Context: an optimization exercise on an open-source flow, tuned for small area, a short achievable clock period and few clock cycles per item. The choices shown serve that exercise and are no tape-out recipe. No functional check of the RTL was part of any run shown here. Power and IR drop assume default switching activity.

## design.v

```verilog
module mips_multicycle #(
    parameter logic [31:0] RESET_PC = 32'h0000_0000,
    parameter int unsigned ADDR_W   = 32,
    parameter int unsigned CNT_W    = 32
) (
    input  logic              clk,
    input  logic              rst,
    output logic              mem_req,
    output logic              mem_we,
    output logic [ADDR_W-1:0] mem_addr,
    output logic [31:0]       mem_wdata,
    input  logic [31:0]       mem_rdata,
    input  logic              mem_ready,
    output logic              halt,
    output logic [CNT_W-1:0]  instr_count
);
    localparam logic [5:0] OpRtype = 6'h00;
    localparam logic [5:0] OpJ     = 6'h02;
    localparam logic [5:0] OpBeq   = 6'h04;
    localparam logic [5:0] OpAddi  = 6'h08;
    localparam logic [5:0] OpLw    = 6'h23;
    localparam logic [5:0] OpSw    = 6'h2b;
    localparam logic [5:0] FnSll = 6'h00;
    localparam logic [5:0] FnAdd = 6'h20;
    localparam logic [5:0] FnSub = 6'h22;
    localparam logic [5:0] FnAnd = 6'h24;
    localparam logic [5:0] FnOr  = 6'h25;
    localparam logic [5:0] FnSlt = 6'h2a;
    logic             halt_q;
    logic [31:0]      na_q;          
    logic [31:0]      pcn_q;         
    logic [31:0]      tgt_q;         
    logic             m_q;           
    logic             mwe_q;
    logic [4:0]       mrt_q;
    logic [31:0]      res_q;         
    logic             wen_q;         
    logic [4:0]       wdst_q;
    logic [CNT_W-1:0] cnt_q;
    logic             v_e;
    logic [25:0]      imm_e;         
    logic             j_e;
    logic [4:0]       dst_e;
    logic             wr_e;          
    logic             s_add, s_sub, s_and, s_or, s_slt, s_sll, s_imm;
    logic             mem_e, sw_e, beq_e, ill_e;
    logic [31:0]      a_e, b_e;
    logic             dep_e;         
    logic             qa_e, qb_e;    
    logic             la_e, lb_e;    
    logic [31:0]      rf_q [1:31];
    logic [31:1]      rf_v;          
    logic go, exec, capture;
    assign go      = !halt_q && mem_ready;
    assign exec    = go && !m_q && v_e && !dep_e;    
    assign capture = go && !m_q && !(v_e && dep_e);  
    logic [31:0] sext, sum_i, sum_r, diff, alu, btgt;
    logic        eq, lt, taken, misal;
    assign sext  = {{16{imm_e[15]}}, imm_e[15:0]};
    assign sum_i = a_e + sext;
    assign sum_r = a_e + b_e;
    assign diff  = a_e - b_e;
    assign eq    = (a_e == b_e);
    assign lt    = (a_e[31] ^ b_e[31]) ? a_e[31] : diff[31];
    assign alu = ({32{s_imm}} & sum_i) | ({32{s_add}} & sum_r) | ({32{s_sub}} & diff) |
                 ({32{s_and}} & (a_e & b_e)) | ({32{s_or}} & (a_e | b_e)) |
                 {31'b0, s_slt & lt} | ({32{s_sll}} & (b_e << imm_e[10:6]));
    assign misal = (a_e[1:0] + imm_e[1:0]) != 2'b00;
    assign taken = beq_e && eq;
    assign btgt  = pcn_q + {sext[29:0], 2'b00};
    assign mem_req   = !halt_q;
    assign mem_we    = m_q && mwe_q;
    assign mem_addr  = na_q;
    assign mem_wdata = tgt_q;
    logic [5:0] op, fn;
    logic [4:0] rs, rt, rd, dst;
    logic       rtype, wr, legal_r, use_rs, use_rt, jcap;
    assign op = mem_rdata[31:26];
    assign fn = mem_rdata[5:0];
    assign rs = mem_rdata[25:21];
    assign rt = mem_rdata[20:16];
    assign rd = mem_rdata[15:11];
    assign rtype   = (op == OpRtype);
    assign legal_r = (fn == FnSll) || (fn == FnAdd) || (fn == FnSub) ||
                     (fn == FnAnd) || (fn == FnOr)  || (fn == FnSlt);
    assign dst    = rtype ? rd : rt;
    assign wr     = (rtype || op == OpAddi || op == OpLw) && (dst != 5'd0);
    assign use_rs = !(rtype && fn == FnSll) && op != OpJ;
    assign use_rt = rtype || op == OpBeq || op == OpSw;
    assign jcap   = (op == OpJ);
    logic [31:0] rfw [32];
    assign rfw[0] = 32'h0;
    for (genvar g = 1; g < 32; g++) begin : g_rfw
        assign rfw[g] = rf_q[g];
    end
    logic xw, xl, da, db, wa, wb, va, vb;
    assign xw = v_e && wr_e && !mem_e;
    assign xl = v_e && wr_e && mem_e;
    assign da = xw && dst_e == rs && use_rs;
    assign db = xw && dst_e == rt && use_rt;
    assign wa = wen_q && wdst_q == rs;           
    assign wb = wen_q && wdst_q == rt;
    assign va = rf_v[rs];
    assign vb = rf_v[rt];
    always_ff @(posedge clk) begin
        for (int i = 1; i < 32; i++)
            if (wen_q && wdst_q == 5'(i)) rf_q[i] <= res_q;
    end
    always_ff @(posedge clk) begin
        if (rst) rf_v <= '0;
        else
            for (int i = 1; i < 32; i++)
                if (wen_q && wdst_q == 5'(i)) rf_v[i] <= 1'b1;
    end
    logic [31:0] inc, pnext;
    assign inc   = na_q + 32'd4;
    assign pnext = jcap ? {inc[31:28], mem_rdata[25:0], 2'b00} : inc;
    always_ff @(posedge clk) begin
        if (rst) begin
            halt_q <= 1'b0;
            na_q   <= RESET_PC;
            m_q    <= 1'b0;
            v_e    <= 1'b0;
            dep_e  <= 1'b0;
            wen_q  <= 1'b0;
            cnt_q  <= '0;
        end else if (go) begin
            wen_q <= 1'b0;
            if (m_q) begin
                m_q   <= 1'b0;
                wen_q <= !mwe_q;
                cnt_q <= cnt_q + 1'b1;
                if (mwe_q && v_e && res_q + 32'd4 == pcn_q) begin
                    v_e  <= 1'b0;
                    na_q <= res_q;
                end else if (j_e) begin
                    na_q <= {pcn_q[31:28], imm_e, 2'b00};
                end else begin
                    na_q <= pcn_q;
                end
            end else if (v_e && dep_e) begin
                dep_e <= 1'b0;
            end else begin
                v_e   <= 1'b1;
                dep_e <= da || db;
                na_q  <= pnext;
                if (v_e) begin
                    if (ill_e || (mem_e && misal)) begin
                        halt_q <= 1'b1;
                    end else if (mem_e) begin
                        m_q  <= 1'b1;
                        na_q <= sum_i;
                    end else begin
                        cnt_q <= cnt_q + 1'b1;
                        wen_q <= wr_e;
                        if (taken) begin
                            v_e   <= 1'b0;
                            dep_e <= 1'b0;
                            na_q  <= btgt;
                        end
                    end
                end
            end
        end
    end
    always_ff @(posedge clk) begin
        if (go) begin
            if (m_q) begin
                if (la_e) a_e <= mem_rdata;
                if (lb_e) b_e <= mem_rdata;
                res_q <= mem_rdata;
            end else if (v_e && dep_e) begin
                if (qa_e) a_e <= res_q;
                if (qb_e) b_e <= res_q;
            end else begin
                if (v_e) begin
                    res_q  <= alu;
                    tgt_q  <= b_e;
                    mwe_q  <= sw_e;
                    wdst_q <= dst_e;
                end
                pcn_q <= inc;
                imm_e <= mem_rdata[25:0];
                j_e   <= jcap;
                dst_e <= dst;
                wr_e  <= wr;
                s_imm <= op == OpAddi || op == OpLw || op == OpSw;
                s_add <= rtype && fn == FnAdd;
                s_sub <= rtype && fn == FnSub;
                s_and <= rtype && fn == FnAnd;
                s_or  <= rtype && fn == FnOr;
                s_slt <= rtype && fn == FnSlt;
                s_sll <= rtype && fn == FnSll;
                mem_e <= op == OpLw || op == OpSw;
                sw_e  <= op == OpSw;
                beq_e <= op == OpBeq;
                ill_e <= !((rtype && legal_r) || op == OpJ || op == OpBeq || op == OpAddi ||
                           op == OpLw || op == OpSw);
                a_e   <= wa ? res_q : (va ? rfw[rs] : 32'h0);
                b_e   <= wb ? res_q : (vb ? rfw[rt] : 32'h0);
                qa_e  <= da;
                qb_e  <= db;
                la_e  <= xl && dst_e == rs;
                lb_e  <= xl && dst_e == rt;
            end
        end
    end
    assign halt        = halt_q;
    assign instr_count = cnt_q;
endmodule
```

## run.sh

```bash
#!/bin/bash
# synth_recipe.tcl (not shown) runs the flow's synth.tcl, then flattens the netlist and writes it again
# the make line also repeats each setting of config.mk as NAME=value (left out here)
make -C /OpenROAD-flow-scripts/flow DESIGN_CONFIG=/design/flow/config.mk WORK_HOME=/design/flow/orfs CLKGATE_MAP_FILE= SYNTH_SCRIPT=/design/flow/synth_recipe.tcl finish
```

## config.mk

```make
export PLATFORM = sky130hd
export DESIGN_NAME = mips_multicycle
export DESIGN_NICKNAME = mips_multicycle
export VERILOG_FILES = /design/flow/design.v
export SDC_FILE = /design/flow/constraint.sdc
export NUM_CORES = 4
export LEC_CHECK = 0
export CAP_MARGIN = 20
export CORE_MARGIN = 2
export CORE_UTILIZATION = 40
export SLEW_MARGIN = 20
```

## constraint.sdc

```tcl
create_clock -name core_clock -period 6.0 [get_ports {clk}]
set_input_delay 1.2000 -clock core_clock [delete_from_list [all_inputs] [get_ports {clk}]]
set_output_delay 1.2000 -clock core_clock [all_outputs]
set_load 0.01 [all_outputs]
```

==> metrics.csv, run 1 <==
stage,metric,value,unit
outcome,result of the run,finished clean,
grt,combined global-route utilization of all metal layers,0.388,
worst_hold_path,hold depth,0,
cells_and_area,post-layout net count,5910,
timing,final clock period utilization by the worst path,0.853,
timing,minimum setup slack in the final design,0.879,ns
worst_setup_path,"setup slack, reg-to-reg",0.88,ns
timing,fmax,195,MHz
route,post-detailed-route DRC marker count,0,
clocking,clock latency on the worst-skew pair,0.85,ns
clocking,CTS root buf,clkbuf_16,
floorplanning,Die Area,0.171,sq mm
cells_and_area,"leading cell type in the layout, fill and taps excluded",edfxtp_1,
clocking,Clock Sinks,1306,
yosys,number of synthesized flops with an enable pin,1206,
yosys,"Cell Area, Synth",0.0669,sq mm
place,count of port buffers added during placement,133,
power,power per cell area,291,mW/mm^2
grt,vias in the first global route,55900,
floorplanning,number of placement rows,150,
route,total length of routed wires,342000,um
worst_hold_path,hold_sp,sw_e,
power,Worst IR Drop VDD,223,uV
cells_and_area,highest-count cells in the layout ignoring fill and taps,"edfxtp_1 (1206), a221oi_1 (410), a22o_1 (379)",
worst_setup_path,Crit Reg-Reg Endpoint,res_q[24],
yosys,synthesized net count,5758,
worst_setup_path,crit path DAT,5.70,ns
yosys,flip-flop cell with the highest count after synthesis,edfxtp_1,
place,placed wire-length estimate after detailed placement,216000,um
grt,first-pass GRT wire length,459000,um
place,total placed instance area,0.0727,sq mm
grt,maximum number of pins on one net before global-route repair,85,
clocking,Resized cells post-CTS,0,
route,post-route antenna net violation count,0,
cells_and_area,synthesis-to-finish area growth,16.0,%
grt,overflow left after global routing,0,
yosys,synth warn,3,
worst_hold_path,endpoint of the worst hold path,mwe_q,
floorplanning,die boundary width,413,um
worst_setup_path,Reg2Reg Launch Point,b_e[7],
route,overall via count from detail_route,60700,
timing,Hold Fails Final Rpt,0,
worst_setup_path,data required time of the critical path,6.58,ns
clocking,buffers inserted by post-CTS timing repair,0,
route,drt initial violations,14300,
timing,Setup TNS,0,ns
cells_and_area,post-route design area,0.0776,sq mm
yosys,count of different cell masters after synthesis,87,
clocking,H-Tree Depth,4,
cells_and_area,share of layout cells above drive strength 1,0.119,
timing,setup repair after global routing missed its margin,false,
timing,worst setup skew after layout,0.0535,ns
yosys,synth top area cells,"edfxtp_1 (54%), a221oi_1 (5.4%), a22o_1 (5.0%)",
worst_setup_path,class of the most critical setup path,flop to flop,
floorplanning,placeable core region,0.167,sq mm
floorplanning,total I/O pin count,134,
worst_setup_path,Critical Path Fanout Max,11,
run,# Max-Cap Violations,0,
worst_setup_path,Crit. End Element,flop,
timing,Hold WS,0.435,ns
clocking,Max Root-Sink Buffers,3,
yosys,average footprint of a synthesized cell,12.1,sq um
yosys,cell type with the largest total area after synthesis,edfxtp_1,
clocking,CTS tree,built,
route,number of optimization iterations in the first detailed-route pass,15,
floorplanning,vertical die dimension,413,um
worst_setup_path,critical path launch point type,flop,
timing,number of failing setup endpoints in the final timing report,0,
timing,time the final worst path needs with I/O delays and setup,5.12,ns
power,standby leakage power,26.0,nW
yosys,area share of the largest cell type after synthesis,0.541,
route,routed wire length per instance,42.6,um
floorplanning,starting density of the core,0.402,
clocking,post-cts hold buffer count,0,
yosys,fraction of registers with async set or reset after synthesis,0,
worst_hold_path,path category of the worst min-delay check,flop to flop,
yosys,share of synthesized area occupied by flip-flops and latches,0.571,
clocking,number of buffers inserted during clock tree synthesis,140,
timing,slew at the pin with the worst max-slew slack,1.37,ns
worst_setup_path,number of cells traversed by the worst register-to-register path,12,
place,Post-Place Worst Slack,0.701,ns
route,drt via density,7.57,
timing,max-slew violation count,0,
grt,initial antenna violation count,21,
yosys,"FF+latch count, synth",1306,
clocking,post-CTS clock slew at the launch and capture registers of the worst setup and hold paths,0.06,ns
yosys,number of instances in the synthesized netlist,5534,
cells_and_area,post-layout utilization of the core,0.466,
place,weighted congestion at the end of routability-driven global placement,1.03,
timing,tightest slew margin relative to the limit,0.0820,
## cell families (layout without fill, tap and decap cells)
kind of cell	Yosys count	in the layout	share of synthesized area
buf+inv	529	795	0.0302
other cells	0	15	0
flops	1306	1306	0.571
fa+ha+maj	189	189	0.0359
xor+xnor	183	183	0.0240
mux	144	144	0.0292
compound gates	1944	1944	0.220
simple gates	1239	1239	0.0902
## how the worst max path moves through the flow
stage / startpoint / endpoint / slack, ns
final: b_e[7] / res_q[24] / 0.88
after global routing: a_e[1] / res_q[31] / 0.77
after CTS: b_e[7] / res_q[24] / 1.08
after detailed placement: mem_rdata[22] / a_e[16] / 0.70
after global placement: mem_rdata[25] / a_e[14] / 0.65
after floorplan: mem_ready / mwe_q / 0.65
## synthesized netlist by cell type (all sizes together) (34+ instances only)
library cell and number:
o21ai 178, a21oi 319, o211ai 34, a22o 379
clkbuf 345, mux4 38, o21bai 69, a222oi 66
and3 41, xor2 83, a221oi 410, a21o 51
a22oi 152, dfxtp 100, nand2 246, or3 35
edfxtp 1206, nand4 167, xnor2 100, mux2i 76
inv 138, a31oi 40, nor3 97, nand3 95
buf 43, a211oi 41, nor2 398, ha 184
## final cells by class
class                      instances  area, sq um
antenna                           15         37.5
clock buffer                     169         3730
clock inverter                    87          993
fill                           14900        89100
inverter                         141          529
multi-input combinational       3699        27500
sequential                      1306        38200
tap                             2204         2760
timing repair buffer             398         3870
## power by group
part / switching [mW] / leakage, nW / total (mW) / internal [mW]
clock network: 3.97 / 2.29 / 9.18 / 5.20
logic: 2.12 / 12.0 / 3.08 / 0.968
registers: 0.225 / 11.8 / 10.3 / 10.1
## critical path, cell delays in order, from the launching register on
cell and delay (ns):
edfxtp_1 0.77, inv_1 0.14, ha_1 0.35, buf_4 0.20, nor4_1 0.81, o31a_1 0.34, nor4b_1 0.10, o41a_1 0.50
o311a_1 0.47, o41ai_1 0.37, a21oi_1 0.14, mux2_2 0.28, a31oi_1 0.39
## metal layers
layer  GRT usage  up-vias  wire length (um)
met4       0.289       22             33400
met2       0.557     6435            139000
li1            -    22800                 -
met5     0.00480        -               419
met3       0.150     2023             53400
met1       0.472    29400            115000
## stage by stage
step | std cells | total power, mW
global placement | 7737 | 13.4
floorplan | 5534 | 12.1
detailed placement | 7744 | 13.4
finish | 8019 | 22.6
global route | 8007 | 23.0
CTS | 8000 | 22.4
## registers in the layout (all words and copies together) (netlist names), 5 cells and up
signal and flops:
rf_q 992, a_e 32, b_e 32, cnt_q 32, na_q 32, pcn_q 32, res_q 32, tgt_q 32
rf_v 31, imm_e 26, dst_e 5, wdst_q 5
==> inputs of run 2 (changes only) <==
--- a/config.mk
+++ b/config.mk
@@ -10,2 +10,3 @@
 export CORE_UTILIZATION = 40
+export SETUP_SLACK_MARGIN = 2.8
 export SLEW_MARGIN = 20
==> run 2 against run 1 <==
Net effect:
- sequential power is essentially flat
- clock power grew 2%
- register-to-register slack gained 1.2 ns
- die area is the same
- setup slack gained 1.2 ns
- combinational power grew 33%
- flip-flop and latch count is the same
- utilization grew 4.3 points
- sequential share of layout area shrank 4.1 points
- power grew 5.1%
- non-clock buffer count grew 379
- global-route usage grew 2.4 points
- highest routed layer unchanged
==> metrics.csv, run 2 <==
stage,metric,value,unit
outcome,result of the run,finished clean,
yosys,average footprint of a synthesized cell,12.1,sq um
worst_setup_path,"setup slack, reg-to-reg",2.07,ns
cells_and_area,register ranked first by flip-flop count,rf_q,
worst_setup_path,class of the most critical setup path,flop to flop,
route,drt via density,7.58,
grt,vias in the first global route,58300,
clocking,CTS root buf,clkbuf_16,
worst_setup_path,Critical Path Fanout Max,3,
worst_hold_path,path category of the worst min-delay check,flop to flop,
clocking,Clock Sinks,1306,
route,routed wire length per instance,43.5,um
timing,number of failing setup endpoints in the final timing report,0,
yosys,area share of the largest cell type after synthesis,0.541,
power,share of power burned in registers,0.433,
timing,worst setup skew after layout,0.0457,ns
power,Worst IR Drop VDD,218,uV
worst_setup_path,Critical Path Stages,16,
cells_and_area,max reg flops,992,
cells_and_area,highest-count cells in the layout ignoring fill and taps,"edfxtp_1 (1206), buf_4 (487), a221oi_1 (382)",
route,drt initial violations,14300,
floorplanning,die boundary width,413,um
grt,maximum number of pins on one net before global-route repair,65,
clocking,H-Tree Depth,4,
power,power per cell area,281,mW/mm^2
route,Met1 Routed Length,120000,um
yosys,"Cell Area, Synth",0.0669,sq mm
worst_setup_path,critical path's slowest cell,fa_2,
route,total length of routed wires,366000,um
clocking,post-cts hold buffer count,0,
timing,Setup TNS,0,ns
worst_setup_path,CP peak stage delay,0.43,ns
clocking,CTS tree,built,
timing,setup repair after global routing missed its margin,true,
yosys,cell type with the largest total area after synthesis,edfxtp_1,
route,number of optimization iterations in the first detailed-route pass,15,
place,"number of placed instances, taps included",7745,
yosys,most used standard cell by instance count after synthesis,edfxtp_1,
floorplanning,Die Area,0.171,sq mm
power,Psw,6.79,mW
clocking,clock latency on the worst-skew pair,0.84,ns
timing,max-slew violation count,0,
timing,time the final worst path needs with I/O delays and setup,3.93,ns
worst_setup_path,ordered cell list for the critical path,buf_4 -> buf_6 -> ha_1 -> o21ba_4 -> o21bai_4 -> a211oi_4 -> nor3_2 -> or2_4 -> o211ai_1 -> o21ai_2 -> a21oi_2 -> o31ai_2 -> fa_2 -> a221oi_2 -> o211a_1 -> o211ai_1,
yosys,fraction of registers with async set or reset after synthesis,0,
place,count of port buffers added during placement,133,
grt,initial antenna violation count,28,
route,post-detailed-route DRC marker count,0,
worst_hold_path,hold depth,0,
clocking,post-CTS clock slew at the launch and capture registers of the worst setup and hold paths,0.07,ns
cells_and_area,post-layout utilization of the core,0.508,
worst_setup_path,crit path DAT,4.46,ns
timing,final clock period utilization by the worst path,0.656,
place,weighted congestion at the end of routability-driven global placement,1.03,
worst_setup_path,number of cells traversed by the worst register-to-register path,16,
power,Sw Ratio,0.286,
yosys,synth top area cells,"edfxtp_1 (54%), a221oi_1 (5.4%), a22o_1 (5.0%)",
place,total placed instance area,0.0730,sq mm
grt,overflow left after global routing,0,
cells_and_area,"leading cell type in the layout, fill and taps excluded",edfxtp_1,
place,placed wire-length estimate after detailed placement,219000,um
timing,minimum setup slack in the final design,2.07,ns
worst_setup_path,Crit. End Element,flop,
yosys,flip-flop cell with the highest count after synthesis,edfxtp_1,
yosys,number of synthesized flops with an enable pin,1206,
route,post-route antenna net violation count,0,
timing,slew at the pin with the worst max-slew slack,1.32,ns
worst_setup_path,critical path launch point type,flop,
floorplanning,starting density of the core,0.402,
yosys,number of instances in the synthesized netlist,5534,
power,internal power of the cells,17.0,mW
route,overall via count from detail_route,63800,
route,met2 routed wirelength,148000,um
timing,fmax,254,MHz
yosys,share of synthesized area occupied by flip-flops and latches,0.571,
route,routed length on met3,59000,um
timing,tightest slew margin relative to the limit,0.119,
timing,Hold WS,0.435,ns
floorplanning,total I/O pin count,134,
floorplanning,vertical die dimension,413,um
yosys,synthesized net count,5758,
power,portion of total power attributed to the clock network,0.394,
grt,combined global-route utilization of all metal layers,0.413,
worst_setup_path,data required time of the critical path,6.53,ns
timing,Hold Fails Final Rpt,0,
floorplanning,number of placement rows,150,
power,Final Power,23.8,mW
cells_and_area,share of layout cells above drive strength 1,0.245,
worst_setup_path,cell with the most instances on the worst path,o211ai_1,
yosys,"FF+latch count, synth",1306,
worst_setup_path,critical path's top delay family,compound AO/OA/AOI/OAI gates,
yosys,count of different cell masters after synthesis,87,
yosys,synth warn,3,
grt,first-pass GRT wire length,485000,um
yosys,list of most frequent post-synthesis cells,"edfxtp_1 (1206), a221oi_1 (410), nor2_1 (397)",
worst_setup_path,Crit path buffers/inverters,2,
place,Post-Place Worst Slack,0.223,ns
cells_and_area,non-filler cells in the finished layout,8411,
run,# Max-Cap Violations,0,
clocking,Max Root-Sink Buffers,3,
cells_and_area,post-layout net count,6300,
power,combinational share of power,0.173,
cells_and_area,synthesis-to-finish area growth,26.6,%
power,standby leakage power,28.9,nW
route,Max Used Layer,met5,
floorplanning,placeable core region,0.167,sq mm
cells_and_area,post-route design area,0.0847,sq mm
clocking,number of buffers inserted during clock tree synthesis,145,
## run 2: cell counts after synthesis
No cell type changed its count.
## run 2: final timing paths
path	start	endpoint
worst max-delay path	a_e[1]	res_q[31]
worst min-delay path	sw_e	mwe_q
worst max register to register	a_e[1]	res_q[31]
worst min register to register	sw_e	mwe_q
## run 2: layout make-up
class	count	area, sq um
clock inverters	83	970
fillers	14300	81900
multi-input cells	3704	30700
inverters	141	598
diodes	15	37.5
clock buffers	180	3900
flip-flops and latches	1306	38200
repair inverters	1	5.00
repair buffers	777	7540
well taps	2204	2760
## run 2: cell families (layout without fill, tap and decap cells)
family                     count (synthesis)  after routing  synth area share
AOI/OAI and AO/OA                       1944           1944             0.220
DFF                                     1306           1306             0.571
other                                      0             15                 0
muxes                                    144            144            0.0292
and+or+nand+nor                         1239           1244            0.0902
adders and majority gates                189            189            0.0359
buffers and inverters                    529           1182            0.0302
xor gates and xnor gates                 183            183            0.0240
## run 2: power by group through the flow
stage	combinational, mW	sequential (mW)	clock [mW]
3_3_place_gp	3.01	10.5	0
3_5_place_dp	3.00	10.5	0
4_1_cts	3.63	10.3	9.32
5_1_grt	4.16	10.3	9.69
6_report	4.11	10.3	9.36
2_1_floorplan	1.69	10.5	0
## run 2: metal layers
metal  GRT usage  vias up
li1            -    23700
met1       0.496    30800
met2       0.588     7029
met3       0.165     2222
met4       0.320       30
met5     0.00339        -
## run 2: what timing repair did
item	CTS	global route
gates cloned	12	3
gates resized for setup	511	279
endpoints found under the setup margin	140	198
setup buffers	284	89
pin swaps	163	155

==> separate check: timing with driven ports <==
The flow's constraints put no driver on any port. The routed layouts listed below were extracted and timed again, unchanged, in two steps.
Step 1 sets driving cells, clkbuf_16 on the clock port and buf_2 on the other inputs (assumed; they add their load-dependent delay and slew).
Step 2 moves the port delays by t, midway between the first and last clock arrival at a register: inputs arrive t later, outputs are due t later. That takes back most of the time a late clock gives input paths.
Slacks: no drivers / after step 1 / after step 2; pairs: no drivers / after step 1.
run | t, ns | setup slack, ns | slew at the worst register clock pin (ns)
run 1 | 0.904 | 0.879 / 0.879 / 0.269 | 0.07 / 0.07
run 2 | 0.899 | 2.067 / 2.067 / 1.738 | 0.07 / 0.07
After both steps setup and hold are still met in every run listed. The setup slack of run 1, which loses most, moves by 0.000 ns with the drivers and by -0.610 ns with both steps.
